This design comes from an exercise in tuning for small area, a short achievable clock period and few clock cycles per item on the open sky130 flow, not from production work.
In this exercise RTL edits were held to simulation tests only and were not proved equivalent to the original.

==> flow/design.v <==
`timescale 1ns / 1ps
package nps_pkg;
    localparam int PATH_DEPTH_DEF  = 64;
    localparam int COORD_WIDTH_DEF = 24;
    localparam int PATH_LEN_W  = 7;
    localparam int LOOKAHEAD_W = 23;
    localparam int CFG_DATA_W  = 23;
    localparam int INDEX_W     = 6;
    localparam int RATIO_FRAC  = 16;
    localparam int RATIO_W     = 32;
    localparam logic [LOOKAHEAD_W-1:0] LOOKAHEAD_RST = 23'd256;
    localparam logic OP_WRITE = 1'b0;
    localparam logic OP_QUERY = 1'b1;
    localparam logic CFG_PATH_LENGTH = 1'b0;
    localparam logic CFG_LOOKAHEAD   = 1'b1;
endpackage
`timescale 1ns / 1ps
module nps_ram #(
    parameter int WIDTH = 48,
    parameter int DEPTH = 64
) (
    input  logic                     clk,
    input  logic                     we,
    input  logic [$clog2(DEPTH)-1:0] waddr,
    input  logic [WIDTH-1:0]         wdata,
    input  logic [$clog2(DEPTH)-1:0] raddr,
    output logic [WIDTH-1:0]         rdata
);
    logic [WIDTH-1:0] mem [DEPTH];
    always_ff @(posedge clk)
    begin
        if (we)
        begin
            mem[waddr] <= wdata;
        end
        rdata <= mem[raddr];
    end
endmodule
`timescale 1ns / 1ps
module nps_dist #(
    parameter int COORD_WIDTH = nps_pkg::COORD_WIDTH_DEF
) (
    input  logic                          clk,
    input  logic                          rst_n,
    input  logic                          start,
    input  logic signed [COORD_WIDTH-1:0] ax,
    input  logic signed [COORD_WIDTH-1:0] ay,
    input  logic signed [COORD_WIDTH-1:0] bx,
    input  logic signed [COORD_WIDTH-1:0] by,
    output logic                          done,
    output logic [COORD_WIDTH:0]          root
);
    localparam int MW  = COORD_WIDTH + 1;
    localparam int RW  = 2 * MW;
    localparam int RMW = MW + 3;
    localparam int CNW = $clog2(MW + 1);
    localparam logic [1:0] P_IDLE = 2'd0;
    localparam logic [1:0] P_SQ   = 2'd1;
    localparam logic [1:0] P_SUM  = 2'd2;
    localparam logic [1:0] P_ROOT = 2'd3;
    logic [1:0]            phase_reg;
    logic [CNW-1:0]        cnt_reg;
    logic                  done_reg;
    logic [MW-1:0]         mx_reg, my_reg, root_reg;
    logic [RW-1:0]         sx_reg, sy_reg, rad_reg;
    logic [RMW-1:0]        rem_reg;
    logic signed [MW-1:0]  dx, dy;
    logic [RMW-1:0]        rem_shift, trial;
    assign dx = {ax[COORD_WIDTH-1], ax} - {bx[COORD_WIDTH-1], bx};
    assign dy = {ay[COORD_WIDTH-1], ay} - {by[COORD_WIDTH-1], by};
    assign rem_shift = {rem_reg[RMW-3:0], rad_reg[RW-1:RW-2]};
    assign trial     = RMW'({root_reg, 2'b01});
    assign done = done_reg;
    assign root = root_reg;
    always_ff @(posedge clk or negedge rst_n)
    begin
        if (!rst_n)
        begin
            phase_reg <= P_IDLE;
            done_reg  <= 1'b0;
            cnt_reg   <= '0;
        end
        else
        begin
            done_reg <= 1'b0;
            case (phase_reg)
                P_IDLE:
                begin
                    if (start)
                    begin
                        mx_reg    <= dx[MW-1] ? MW'(-dx) : MW'(dx);
                        my_reg    <= dy[MW-1] ? MW'(-dy) : MW'(dy);
                        phase_reg <= P_SQ;
                    end
                end
                P_SQ:
                begin
                    sx_reg    <= RW'(mx_reg) * RW'(mx_reg);
                    sy_reg    <= RW'(my_reg) * RW'(my_reg);
                    phase_reg <= P_SUM;
                end
                P_SUM:
                begin
                    rad_reg   <= sx_reg + sy_reg;
                    rem_reg   <= '0;
                    root_reg  <= '0;
                    cnt_reg   <= CNW'(MW - 1);
                    phase_reg <= P_ROOT;
                end
                P_ROOT:
                begin
                    rad_reg <= {rad_reg[RW-3:0], 2'b00};
                    if (rem_shift >= trial)
                    begin
                        rem_reg  <= rem_shift - trial;
                        root_reg <= {root_reg[MW-2:0], 1'b1};
                    end
                    else
                    begin
                        rem_reg  <= rem_shift;
                        root_reg <= {root_reg[MW-2:0], 1'b0};
                    end
                    if (cnt_reg == '0)
                    begin
                        done_reg  <= 1'b1;
                        phase_reg <= P_IDLE;
                    end
                    else
                    begin
                        cnt_reg <= cnt_reg - 1'b1;
                    end
                end
                default:
                begin
                    phase_reg <= P_IDLE;
                end
            endcase
        end
    end
endmodule
`timescale 1ns / 1ps
module nps_div #(
    parameter int COORD_WIDTH = nps_pkg::COORD_WIDTH_DEF
) (
    input  logic                              clk,
    input  logic                              rst_n,
    input  logic                              start,
    input  logic [COORD_WIDTH+1:0]            num,
    input  logic [COORD_WIDTH:0]              den,
    output logic                              done,
    output logic [nps_pkg::RATIO_W-1:0]       quo
);
    localparam int DSW = COORD_WIDTH + 1;
    localparam int QW  = COORD_WIDTH + 2 + nps_pkg::RATIO_FRAC;
    localparam int QXW = (QW > nps_pkg::RATIO_W) ? QW : nps_pkg::RATIO_W;
    localparam int CNW = $clog2(QW + 1);
    localparam logic [QXW-1:0] RMAX = QXW'(64'hFFFF_FFFF);
    logic           busy_reg, done_reg;
    logic [CNW-1:0] cnt_reg;
    logic [QW-1:0]  dvd_reg, q_reg;
    logic [DSW-1:0] den_reg, rem_reg;
    logic [DSW:0]   r;
    logic [QXW-1:0] qx;
    assign r  = {rem_reg, dvd_reg[QW-1]};
    assign qx = QXW'(q_reg);
    assign done = done_reg;
    assign quo  = (qx > RMAX) ? {nps_pkg::RATIO_W{1'b1}} : nps_pkg::RATIO_W'(qx);
    always_ff @(posedge clk or negedge rst_n)
    begin
        if (!rst_n)
        begin
            busy_reg <= 1'b0;
            done_reg <= 1'b0;
            cnt_reg  <= '0;
        end
        else
        begin
            done_reg <= 1'b0;
            if (!busy_reg)
            begin
                if (start)
                begin
                    dvd_reg  <= {num, {nps_pkg::RATIO_FRAC{1'b0}}};
                    den_reg  <= den;
                    rem_reg  <= '0;
                    q_reg    <= '0;
                    cnt_reg  <= CNW'(QW - 1);
                    busy_reg <= 1'b1;
                end
            end
            else
            begin
                dvd_reg <= {dvd_reg[QW-2:0], 1'b0};
                if (r >= {1'b0, den_reg})
                begin
                    rem_reg <= DSW'(r - {1'b0, den_reg});
                    q_reg   <= {q_reg[QW-2:0], 1'b1};
                end
                else
                begin
                    rem_reg <= DSW'(r);
                    q_reg   <= {q_reg[QW-2:0], 1'b0};
                end
                if (cnt_reg == '0)
                begin
                    busy_reg <= 1'b0;
                    done_reg <= 1'b1;
                end
                else
                begin
                    cnt_reg <= cnt_reg - 1'b1;
                end
            end
        end
    end
endmodule
`timescale 1ns / 1ps
module nearest_path_segment_search_top #(
    parameter int PATH_DEPTH  = nps_pkg::PATH_DEPTH_DEF,
    parameter int COORD_WIDTH = nps_pkg::COORD_WIDTH_DEF
) (
    input  logic                              clk,
    input  logic                              rst_n,
    input  logic                              cfg_we,
    input  logic                              cfg_index,
    input  logic [nps_pkg::CFG_DATA_W-1:0]    cfg_data,
    input  logic                              in_valid,
    output logic                              in_ready,
    input  logic                              opcode,
    input  logic [nps_pkg::INDEX_W-1:0]       point_index,
    input  logic signed [COORD_WIDTH-1:0]     coord_x,
    input  logic signed [COORD_WIDTH-1:0]     coord_y,
    output logic                              out_valid,
    input  logic                              out_ready,
    output logic [nps_pkg::INDEX_W-1:0]       target_index
);
    localparam int AW  = $clog2(PATH_DEPTH);
    localparam int NW  = AW + 1;
    localparam int CW  = COORD_WIDTH;
    localparam int DSW = CW + 1;
    localparam int SMW = CW + 2;
    localparam int LW  = (DSW > nps_pkg::LOOKAHEAD_W) ? DSW : nps_pkg::LOOKAHEAD_W;
    localparam logic [3:0] S_IDLE = 4'd0;
    localparam logic [3:0] S_LDA  = 4'd1;
    localparam logic [3:0] S_CAPA = 4'd2;
    localparam logic [3:0] S_WDI  = 4'd3;
    localparam logic [3:0] S_LDB  = 4'd4;
    localparam logic [3:0] S_CAPB = 4'd5;
    localparam logic [3:0] S_WDJ  = 4'd6;
    localparam logic [3:0] S_WDIJ = 4'd7;
    localparam logic [3:0] S_WDIV = 4'd8;
    localparam logic [3:0] S_NEXT = 4'd9;
    localparam logic [3:0] S_OUT  = 4'd10;
    logic [3:0]                 state_reg;
    logic [nps_pkg::PATH_LEN_W-1:0]      path_length_reg;
    logic [nps_pkg::LOOKAHEAD_W-1:0]     lookahead_reg;
    logic [NW-1:0]              n_reg, seg_reg, best_end_reg, result_reg;
    logic [AW-1:0]              rd_addr_reg;
    logic                       found_reg, out_valid_reg;
    logic [nps_pkg::RATIO_W-1:0]         best_ratio_reg;
    logic [nps_pkg::INDEX_W-1:0]         target_reg;
    logic signed [CW-1:0]       rx_reg, ry_reg, ax_reg, ay_reg, bx_reg, by_reg;
    logic [DSW-1:0]             di_reg, dj_reg;
    logic                       accept, ram_we, more;
    logic [NW-1:0]              n_in;
    logic [2*CW-1:0]            rdata;
    logic signed [CW-1:0]       rd_x, rd_y, d_ax, d_ay, d_bx, d_by;
    logic                       dist_start, dist_done, div_done;
    logic [DSW-1:0]             dist_root;
    logic [SMW-1:0]             sum, num;
    logic [nps_pkg::RATIO_W-1:0]         ratio;
    logic                       out_load;
    assign in_ready     = (state_reg == S_IDLE);
    assign accept       = in_valid && in_ready;
    assign out_valid    = out_valid_reg;
    assign target_index = target_reg;
    assign n_in = (32'(path_length_reg) > PATH_DEPTH) ? NW'(PATH_DEPTH)
                                                     : NW'(path_length_reg);
    assign ram_we = accept && (opcode == nps_pkg::OP_WRITE) && (32'(point_index) < PATH_DEPTH);
    nps_ram #(
        .WIDTH (2 * CW),
        .DEPTH (PATH_DEPTH)
    ) u_ram (
        .clk   (clk),
        .we    (ram_we),
        .waddr (AW'(point_index)),
        .wdata ({coord_x, coord_y}),
        .raddr (rd_addr_reg),
        .rdata (rdata)
    );
    assign rd_x = rdata[2*CW-1:CW];
    assign rd_y = rdata[CW-1:0];
    assign dist_start = (state_reg == S_CAPA) || (state_reg == S_CAPB)
                     || ((state_reg == S_WDJ) && dist_done);
    assign d_ax = (state_reg == S_WDJ) ? ax_reg : rd_x;
    assign d_ay = (state_reg == S_WDJ) ? ay_reg : rd_y;
    assign d_bx = (state_reg == S_WDJ) ? bx_reg : rx_reg;
    assign d_by = (state_reg == S_WDJ) ? by_reg : ry_reg;
    nps_dist #(
        .COORD_WIDTH (CW)
    ) u_dist (
        .clk   (clk),
        .rst_n (rst_n),
        .start (dist_start),
        .ax    (d_ax),
        .ay    (d_ay),
        .bx    (d_bx),
        .by    (d_by),
        .done  (dist_done),
        .root  (dist_root)
    );
    assign sum = SMW'(di_reg) + SMW'(dj_reg);
    assign num = (sum > SMW'(dist_root)) ? (sum - SMW'(dist_root)) : '0;
    nps_div #(
        .COORD_WIDTH (CW)
    ) u_div (
        .clk   (clk),
        .rst_n (rst_n),
        .start ((state_reg == S_WDIJ) && dist_done && (dist_root != '0)),
        .num   (num),
        .den   (dist_root),
        .done  (div_done),
        .quo   (ratio)
    );
    assign more = ((NW + 1)'(seg_reg) + (NW + 1)'(2)) < (NW + 1)'(n_reg);
    assign out_load = (state_reg == S_OUT) && (!out_valid_reg || out_ready);
    always_ff @(posedge clk or negedge rst_n)
    begin
        if (!rst_n)
        begin
            path_length_reg <= '0;
            lookahead_reg   <= nps_pkg::LOOKAHEAD_RST;
        end
        else if (cfg_we)
        begin
            case (cfg_index)
                nps_pkg::CFG_PATH_LENGTH: path_length_reg <= cfg_data[nps_pkg::PATH_LEN_W-1:0];
                nps_pkg::CFG_LOOKAHEAD:   lookahead_reg   <= cfg_data[nps_pkg::LOOKAHEAD_W-1:0];
                default:         ;
            endcase
        end
    end
    always_ff @(posedge clk or negedge rst_n)
    begin
        if (!rst_n)
        begin
            out_valid_reg <= 1'b0;
        end
        else if (out_load)
        begin
            out_valid_reg <= 1'b1;
            target_reg    <= nps_pkg::INDEX_W'(result_reg);
        end
        else if (out_ready)
        begin
            out_valid_reg <= 1'b0;
        end
    end
    always_ff @(posedge clk or negedge rst_n)
    begin
        if (!rst_n)
        begin
            state_reg   <= S_IDLE;
            found_reg   <= 1'b0;
            rd_addr_reg <= '0;
        end
        else
        begin
            case (state_reg)
                S_IDLE:
                begin
                    if (accept && (opcode == nps_pkg::OP_QUERY))
                    begin
                        rx_reg      <= coord_x;
                        ry_reg      <= coord_y;
                        n_reg       <= n_in;
                        seg_reg     <= '0;
                        found_reg   <= 1'b0;
                        rd_addr_reg <= '0;
                        if (n_in < NW'(2))
                        begin
                            result_reg <= '0;
                            state_reg  <= S_OUT;
                        end
                        else
                        begin
                            state_reg <= S_LDA;
                        end
                    end
                end
                S_LDA:
                begin
                    state_reg <= S_CAPA;
                end
                S_CAPA:
                begin
                    ax_reg    <= rd_x;
                    ay_reg    <= rd_y;
                    state_reg <= S_WDI;
                end
                S_WDI:
                begin
                    if (dist_done)
                    begin
                        di_reg      <= dist_root;
                        rd_addr_reg <= AW'(seg_reg + 1'b1);
                        state_reg   <= S_LDB;
                    end
                end
                S_LDB:
                begin
                    state_reg <= S_CAPB;
                end
                S_CAPB:
                begin
                    bx_reg    <= rd_x;
                    by_reg    <= rd_y;
                    state_reg <= S_WDJ;
                end
                S_WDJ:
                begin
                    if (dist_done)
                    begin
                        dj_reg    <= dist_root;
                        state_reg <= S_WDIJ;
                    end
                end
                S_WDIJ:
                begin
                    if (dist_done)
                    begin
                        state_reg <= (dist_root == '0) ? S_NEXT : S_WDIV;
                    end
                end
                S_WDIV:
                begin
                    if (div_done)
                    begin
                        if (!found_reg || (ratio < best_ratio_reg))
                        begin
                            found_reg      <= 1'b1;
                            best_ratio_reg <= ratio;
                            if ((LW'(dj_reg) < LW'(lookahead_reg)) && more)
                            begin
                                best_end_reg <= seg_reg + NW'(2);
                            end
                            else
                            begin
                                best_end_reg <= seg_reg + NW'(1);
                            end
                        end
                        state_reg <= S_NEXT;
                    end
                end
                S_NEXT:
                begin
                    ax_reg  <= bx_reg;
                    ay_reg  <= by_reg;
                    di_reg  <= dj_reg;
                    seg_reg <= seg_reg + 1'b1;
                    if (more)
                    begin
                        rd_addr_reg <= AW'(seg_reg + NW'(2));
                        state_reg   <= S_LDB;
                    end
                    else
                    begin
                        result_reg <= found_reg ? best_end_reg : (n_reg - 1'b1);
                        state_reg  <= S_OUT;
                    end
                end
                S_OUT:
                begin
                    if (out_load)
                    begin
                        state_reg <= S_IDLE;
                    end
                end
                default:
                begin
                    state_reg <= S_IDLE;
                end
            endcase
        end
    end
endmodule
==> flow/run.sh <==
#!/bin/bash
# synth_recipe.tcl (not shown) runs the flow's synth.tcl, then flattens the netlist and writes it again
# the make line also repeats each setting of config.mk as NAME=value (left out here)
make -C /OpenROAD-flow-scripts/flow DESIGN_CONFIG=/design/flow/config.mk WORK_HOME=/design/flow/orfs CLKGATE_MAP_FILE= SYNTH_SCRIPT=/design/flow/synth_recipe.tcl finish
==> flow/config.mk <==
export PLATFORM = sky130hd
export DESIGN_NAME = nearest_path_segment_search_top
export DESIGN_NICKNAME = nearest_path_segment_search_top
export VERILOG_FILES = /design/flow/design.v
export SDC_FILE = /design/flow/constraint.sdc
export NUM_CORES = 4
export LEC_CHECK = 0
export CAP_MARGIN = 20
export CORE_MARGIN = 2
export CORE_UTILIZATION = 40
export SLEW_MARGIN = 20
==> flow/constraint.sdc <==
create_clock -name core_clock -period 10.0 [get_ports {clk}]
set_input_delay 2.0000 -clock core_clock [delete_from_list [all_inputs] [get_ports {clk}]]
set_output_delay 2.0000 -clock core_clock [all_outputs]
set_load 0.01 [all_outputs]
==> impl_metrics.toml <==
[job]
cap_viol_max_count = 0

[timing]
timing.fmax_ghz = 0.1237
slew_violations = 0
finClkSkew_ns = 0.1381
min_period_ns = 8.085
rsz0062_at_grt = "no"
slew-limit-headroom_pct = 21.51
worst_slew_pin_slew_ns = 1.177
setup_violations = 0
fin_tns_setup_ns = 0
fin_crit_sh_pct = 80.85
finalHoldViolCount = 0

[worst_hold_path]
hold_class = "reg -> reg"

[routing]
detail-route-antenna-nets = 0
via_per_inst = 5.393
wl_per_cell_um = 25.40
dr_total_vias = 101800
drt-total-wl_mm = 479.3
drc = 0
drt_iter0_markers = 9826
drt_pass1_iterations = 8

[critical_path]
crit_chain = "inv_1, nor2_1, fa_1, fa_1, inv_1, fa_1, fa_1, inv_1, fa_1, fa_1, inv_1, fa_1, inv_1, ha_1, and4_1, nand3_1, nor2_1, a22oi_1, nand4_1, a21oi_1, o31a_1, or3_1, a311o_1, xnor2_1"
cp-end-kind = "flop"
crit_slowest_cell = "edfxtp_1"
crit_family = "adder cells"
critical_path.most_common_cell = "fa_1"
critical_path_arrival_ns = 8.77
critical_path_buf_inv_count = 5
crit_path_start_kind = "flop"
required_ns = 10.68
path_class = "reg -> reg"
max_stage_delay_ns = 1.09
path_max_fanout = 22

[cts]
path_clk_slew_ns = 0.07
clock_sinks = 3803
cts_max_path_buffers = 4
cts_made_buffers = 385
insertion_delay_ns = 1.03
cts_setup_buffers = 0
cts_hold_buffers = 0
cts-root-buf = "clkbuf_16"
cts_resized = 0
htree_levels = 5
cts_tree = "done"

[yosys]
synth-edff-count = 3697
synth_area_um2 = 191300
syn_avg_cell_area_um2 = 16.06
netlist.area_leader.share_pct = 58.04
synth_cell_types = 97
synth_ff_type = "edfxtp_1"
syn_nets = 13580
yosys_register_bits = 3803
ys_warn_count = 4
synth.area.top_cells = "edfxtp_1 58%, mux4_2 12%, fa_1 9.8%"
ys_seq_area_share_pct = 59.30
syn_inst = 11910
synthArstFlopShare_pct = 1.525
synthTopCellsByCount = "3697 x edfxtp_1, 1526 x inv_1, 998 x mux4_2"
synth_top_area_cell = "edfxtp_1"
synth.most_common_cell = "edfxtp_1"

[die]
start_util_pct = 40.23
fp.dieW_um = 695.5
coreArea_um2 = 475500
num_rows = 253
die_area_um2 = 483700
die_h_um = 695.5
ios = 92

[finish]
fin_area_um2 = 213700
largest_reg_flops = 3072
fin_nets = 13820
final_layout_size_suffix_gt1_share_pct = 16.74
syn2layout_area_growth_pct = 11.73
nFillCells = 41520

[global_routing]
grt_start_max_net_pins = 130
use_met2_pct = 32.29
overflow = 0
use_met1_pct = 27.41
antenna_found_initial = 39
first_global_vias = 103700
busiest_layer = "met2"
grt_usage_pct = 19.74
grt_first_pass_wirelength_mm = 705.0
grt.met3_usage_pct = 3.661

[placement]
gp_congestion = 0.8411
postPlaceCellArea_um2 = 200800
dp_hpwl_mm = 305.8
port_buffers = 91

[pwr]
p_total_mw = 33.30
vdd_drop_max_mv = 0.1496
pwr_density_cell_nw_per_um2 = 155.8
leakage_nw = 76.44

[run_status]
status = "complete, no violations"
[cell usage in the layout, fill, tap and decap left out, drive strengths merged, types with 96 or more instances in the layout]
cell type  Yosys  routed
a21o         169     169
a21oi        295     295
and2         315     315
buf           85     276
clkbuf       373     477
clkinv         2     166
edfxtp      3697    3697
fa           938     938
ha           642     642
inv         1526    1544
mux2          96      96
mux4         998     998
nand2        782     782
nor2         370     370
o21ai        242     242
xnor2        221     221
xor2         107     107
[logic make-up after synthesis]
kind of cell	Yosys count	synth area share, %
simple gates	1977	4.924
flops	3803	59.30
buf+inv	1986	3.908
compound gates	1056	3.567
xor+xnor	328	1.502
mux	1183	12.78
fa+ha+maj	1580	14.02
[metrics by stage]
stage | instances | hold slack, ns | utilization [%] | worst slack (ns)
final | 18870 | 0.4148 | 44.95 | 1.915
after global routing | 18860 | 0.4217 | 44.94 | 1.576
after CTS | 18850 | 0.4146 | 44.92 | 1.926
after detailed placement | 18150 | 0.4093 | 42.22 | 1.933
after global placement | 18150 | 0.4060 | 42.22 | 2.009
after floorplan | 11910 | 0.4003 | - | 2.675
[worst reg2reg max path, cell delays in order (launching register included)]
cell,delay (ns)
edfxtp_1,1.09
inv_1,0.34
nor2_1,0.24
fa_1,0.47
fa_1,0.53
inv_1,0.05
fa_1,0.45
fa_1,0.51
inv_1,0.05
fa_1,0.48
fa_1,0.48
inv_1,0.04
fa_1,0.47
inv_1,0.04
ha_1,0.36
and4_1,0.26
nand3_1,0.12
nor2_1,0.12
a22oi_1,0.17
nand4_1,0.16
a21oi_1,0.15
o31a_1,0.40
or3_1,0.41
a311o_1,0.29
xnor2_1,0.13
[path summary, 6_finish.rpt]
| kind | from | endpoint | slack (ns) | depth (start not counted) |
|---|---|---|---|---|
| hold reg to reg | result_reg[5] | target_reg[5] | 0.41 | 0 |
| hold / removal | result_reg[5] | target_reg[5] | 0.41 | 0 |
| setup reg to reg | u_dist.mx_reg[9] | u_dist.sx_reg[47] | 1.91 | 24 |
| setup / recovery | u_dist.mx_reg[9] | u_dist.sx_reg[47] | 1.91 | 24 |
| min in group asynchronous | rst_n | rd_addr_reg[0] | 0.99 | 1 |
| max in group asynchronous | rst_n | lookahead_reg[8] | 8.12 | 2 |
[metal layers]
layer	routed length, um	vias to the layer above
met1	201500	53610
met3	35400	631
met5	94	-
met4	11820	14
li1	-	44260
met2	230400	3234
[report_power, final]
part / internal, mW / total, mW / switching (mW)
clock: 8.25 / 14.6 / 6.36
combinational: 0.374 / 1.03 / 0.661
sequential: 17.6 / 17.7 / 0.0656
[cell type report]
cell class	count	area (um^2)	share of cell area [%]
Timing Repair Buffer	318	2733	1.279
Inverter	1528	5736	2.684
Clock inverter	229	2763	1.293
Antenna cell	14	35.03	0.01639
Multi-Input combinational cell	6124	70950	33.20
Sequential cell	3803	113500	53.09
Tap cell	6375	7976	3.732
Clock buffer	477	10060	4.707
Testbench counts, summed over its fixed seeds: cycles 1,105,604, queries 192.

## afterwards: timing with drivers on the ports
In the flow no input, the clock included, has a driving cell. The finished layout below was timed again as built, in two steps. Step 1 assumes that a clkbuf_16 drives the clock port and a buf_2 every other input. Step 2 also shifts input and output timing later by t, the mid clock arrival at the registers, as if the neighbouring blocks saw the same clock. Slacks: ideal / step 1 / step 2; pairs: ideal / step 1.
t (ns): 1.073
slack for setup (ns): 1.915 / 1.915 / 1.915
hold slack, ns: 0.415 / 0.415 / 0.415
After both steps setup and hold are still met in this run. The setup slack of this run moves by 0.000 ns with the drivers and by 0.000 ns with both steps.
